Context: an optimization exercise on an open-source flow, tuned for small area. The choices shown serve that exercise and are no tape-out recipe.
Function was checked by simulation only, so behaviour that the tests miss may differ from the original.
Power figures rest on the tool's default switching activity, not on a simulated workload.

Setup of lagoon:
Design oneshot_scoreboard, start of the top module:
module oneshot_scoreboard #(
  parameter int unsigned NUM_CLASSES = 26,
  parameter int unsigned CNT_W       = 16,
  parameter int unsigned LBL_DEPTH   = 4
) (
  input  logic                 clk,
  input  logic                 nrst,
  input  logic                 en,
  input  logic                 start_scoring,
  input  logic                 label_valid,
  input  logic [4:0]           label_class,
  output logic                 label_ready,
  input  logic                 checking_inference,
  input  logic [4:0]           class_inference,
  input  logic                 testing_dataset_finished,
  input  logic [4:0]           class_rd_sel,
  output logic [CNT_W-1:0]     class_rd_total,
  output logic [CNT_W-1:0]     class_rd_correct,
  output logic [CNT_W-1:0]     total_count,
  output logic [CNT_W-1:0]     correct_count,
  output logic [2:0]           err_flags,
  output logic                 scoring_active,
  output logic                 scoring_done
);
Size in the first run: about 3,200 cells after synthesis, about 92 I/O pins, ~0.036 mm^2 of cells after synthesis.
export LEC_CHECK = 0
export CAP_MARGIN = 10
export CORE_MARGIN = 2
export CORE_UTILIZATION = 50
export CTS_BUF_LIST = sky130_fd_sc_hd__clkbuf_8
export CTS_CLUSTER_DIAMETER = 60
export CTS_CLUSTER_SIZE = 16
export SETUP_SLACK_MARGIN = 0.2
export SLEW_MARGIN = 10
export SYNTH_HIERARCHICAL = 1
export SYNTH_MINIMUM_KEEP_SIZE = 0
create_clock -name core_clock -period 5.0 [get_ports {clk}]
standard.sh (not shown) runs the stock make flow with config.mk's settings and CLKGATE_MAP_FILE= SYNTH_SCRIPT=/design/flow/synth_recipe.tcl, a recipe that flattens the netlist after the stock synthesis.
==> flow/flow/run.sh <==
#!/bin/bash
# Own layout flow: the standard flow with the standard synthesis unchanged, except that
# - every port is buffered by a minimum-size buffer (sky130_fd_sc_hd__buf_1) instead of a
#   delay buffer; the resizer still upsizes it where a port drives a large load,
# - the clock tree is built without dummy balancing loads.
# Each step's full output goes to a log file in this folder.
set -uo pipefail
bash standard.sh synth > synth.log 2>&1 || exit 1
bash standard.sh \
  "BUFFER_PORTS_ARGS=-buffer_cell sky130_fd_sc_hd__buf_1" \
  "CTS_ARGS=-sink_clustering_enable -repair_clock_nets -sink_clustering_size 16 -sink_clustering_max_diameter 60 -buf_list sky130_fd_sc_hd__clkbuf_8 -dont_use_dummy_load" \
  finish > layout.log 2>&1 || exit 1
diff inputs: lagoon => garnet
-- flow/design.v --
<<< lagoon, line 185
  end
  assign wipe        = ~nrst | clear;
  assign bus_total   = wipe ? '0 : sat_inc(head_total);
  assign bus_correct = wipe ? '0 : (hit ? sat_inc(head_correct) : head_correct);
  always_comb begin
    for (int unsigned c = 0; c < NUM_CLASSES; c++) begin
      ld_cls[c]   = wipe | (pop_ok & head_dec[c]);
      keep_cls[c] = ~ld_cls[c];
    end
  end
>>> garnet, line 185
  end
  assign wipe        = ~nrst | clear;
  assign bus_total   = sat_inc(head_total);
  assign bus_correct = hit ? sat_inc(head_correct) : head_correct;
  always_comb begin
    for (int unsigned c = 0; c < NUM_CLASSES; c++) begin
      ld_cls[c]   = nrst & pop_ok & head_dec[c];
      keep_cls[c] = ~wipe & ~(pop_ok & head_dec[c]);
    end
  end
## What came out
- garnet completed end to end with timing, DRC and antenna clean.
- lagoon: flow completed, timing, DRC and antenna clean
- Sort lagoon and garnet by critical path buffer and inverter count, descending, and garnet comes first.
- Via count (garnet over lagoon): increase, 339
- | proportion of power drawn by the clock network | garnet vs lagoon | 6.1 points higher |
- Delta (garnet minus lagoon): total wire length after detailed routing increased 4.4%, worst setup slack increased 24 ps.

--- another note on this design; it stands on its own ---

## alpha
// oneshot_scoreboard
module oneshot_scoreboard #(
  parameter int unsigned NUM_CLASSES = 26,
  parameter int unsigned CNT_W       = 16,
  parameter int unsigned LBL_DEPTH   = 4
) (
  input  logic                 clk,
  input  logic                 nrst,
  input  logic                 en,
  input  logic                 start_scoring,
  input  logic                 label_valid,
  input  logic [4:0]           label_class,
  output logic                 label_ready,
  input  logic                 checking_inference,
  input  logic [4:0]           class_inference,
  input  logic                 testing_dataset_finished,
  input  logic [4:0]           class_rd_sel,
  output logic [CNT_W-1:0]     class_rd_total,
  output logic [CNT_W-1:0]     class_rd_correct,
  output logic [CNT_W-1:0]     total_count,
  output logic [CNT_W-1:0]     correct_count,
  output logic [2:0]           err_flags,
  output logic                 scoring_active,
  output logic                 scoring_done
);
Size in the first run: ~930 flip-flops, roughly 92 I/O pins, ~0.036 mm2 of cells after synthesis.
Settings: LEC_CHECK=0, CAP_MARGIN=10, CORE_MARGIN=2, CORE_UTILIZATION=50, CTS_BUF_LIST=sky130_fd_sc_hd__clkbuf_8, CTS_CLUSTER_DIAMETER=60, CTS_CLUSTER_SIZE=16, SETUP_SLACK_MARGIN=0.1, SLEW_MARGIN=10, SYNTH_HIERARCHICAL=1, SYNTH_MINIMUM_KEEP_SIZE=0; clock period 5.0 ns.
standard.sh (not shown) runs the stock make flow with config.mk's settings and CLKGATE_MAP_FILE= SYNTH_SCRIPT=/design/flow/synth_recipe.tcl, a recipe that flattens the netlist after the stock synthesis.
==> flow/flow/run.sh <==
#!/bin/bash
# Own layout flow: the standard flow with the standard synthesis unchanged, except that
# - every port is buffered by a minimum-size buffer (sky130_fd_sc_hd__buf_1) instead of a
#   delay buffer; the resizer still upsizes it where a port drives a large load,
# - the clock tree is built without dummy balancing loads.
# Each step's full output goes to a log file in this folder.
set -uo pipefail
bash standard.sh synth > synth.log 2>&1 || exit 1
bash standard.sh \
  "BUFFER_PORTS_ARGS=-buffer_cell sky130_fd_sc_hd__buf_1" \
  "CTS_ARGS=-sink_clustering_enable -repair_clock_nets -sink_clustering_size 16 -sink_clustering_max_diameter 60 -buf_list sky130_fd_sc_hd__clkbuf_8 -dont_use_dummy_load" \
  finish > layout.log 2>&1 || exit 1
Relative to alpha, the following input files were edited for beta:
Settings: swapping 0.1 for 0.2 in SETUP_SLACK_MARGIN; putting PLACE_DENSITY at 0.72 where nothing was set.
Results
Cell area power density of beta is on par with alpha. The combinational share of power of beta falls short of that of alpha by 0.6 points. beta finished every step from synthesis to the final layout, and the layout passed the timing, design-rule and antenna checks. [beta vs alpha] average routed wire per standard cell: lower in beta. Looking at via count across both flows, beta is the weaker of the two, with alpha ahead. Going from alpha to beta, count of cell instances traversed by the critical path went up; layout cell share with drive strength beyond 1 held; synthesis-to-layout area growth lower.

port drivers added, routing unchanged:
How much do the figures lean on ideal ports? The routed layouts below were timed once more, with nothing changed but the port constraints.
Step 1: set_driving_cell puts a clkbuf_16 on clk and a buf_2 on each other input, an assumption about the parent block.
Step 2 moves the port delays by t, midway between the first and last clock arrival at a register: inputs arrive t later, outputs are due t later. That takes back most of the time a late clock gives input paths.
Slacks: ideal ports / drivers / drivers and shift; pairs: ideal ports / drivers.
| run | shift t [ns] | slack for setup (ns) | clock arrival spread, ns | slew at the worst register clock pin (ns) |
|---|---|---|---|---|
| lagoon | 0.750 | 0.247 / 0.247 / 0.247 | 0.075 / 0.075 | 0.11 / 0.11 |
| garnet | 0.768 | 0.271 / 0.271 / 0.271 | 0.067 / 0.066 | 0.11 / 0.11 |
| alpha | 0.762 | 0.247 / 0.247 / 0.247 | 0.073 / 0.073 | 0.11 / 0.11 |
| beta | 0.749 | 0.123 / 0.123 / 0.123 | 0.096 / 0.096 | 0.11 / 0.11 |
After both steps setup and hold are still met in every run listed.
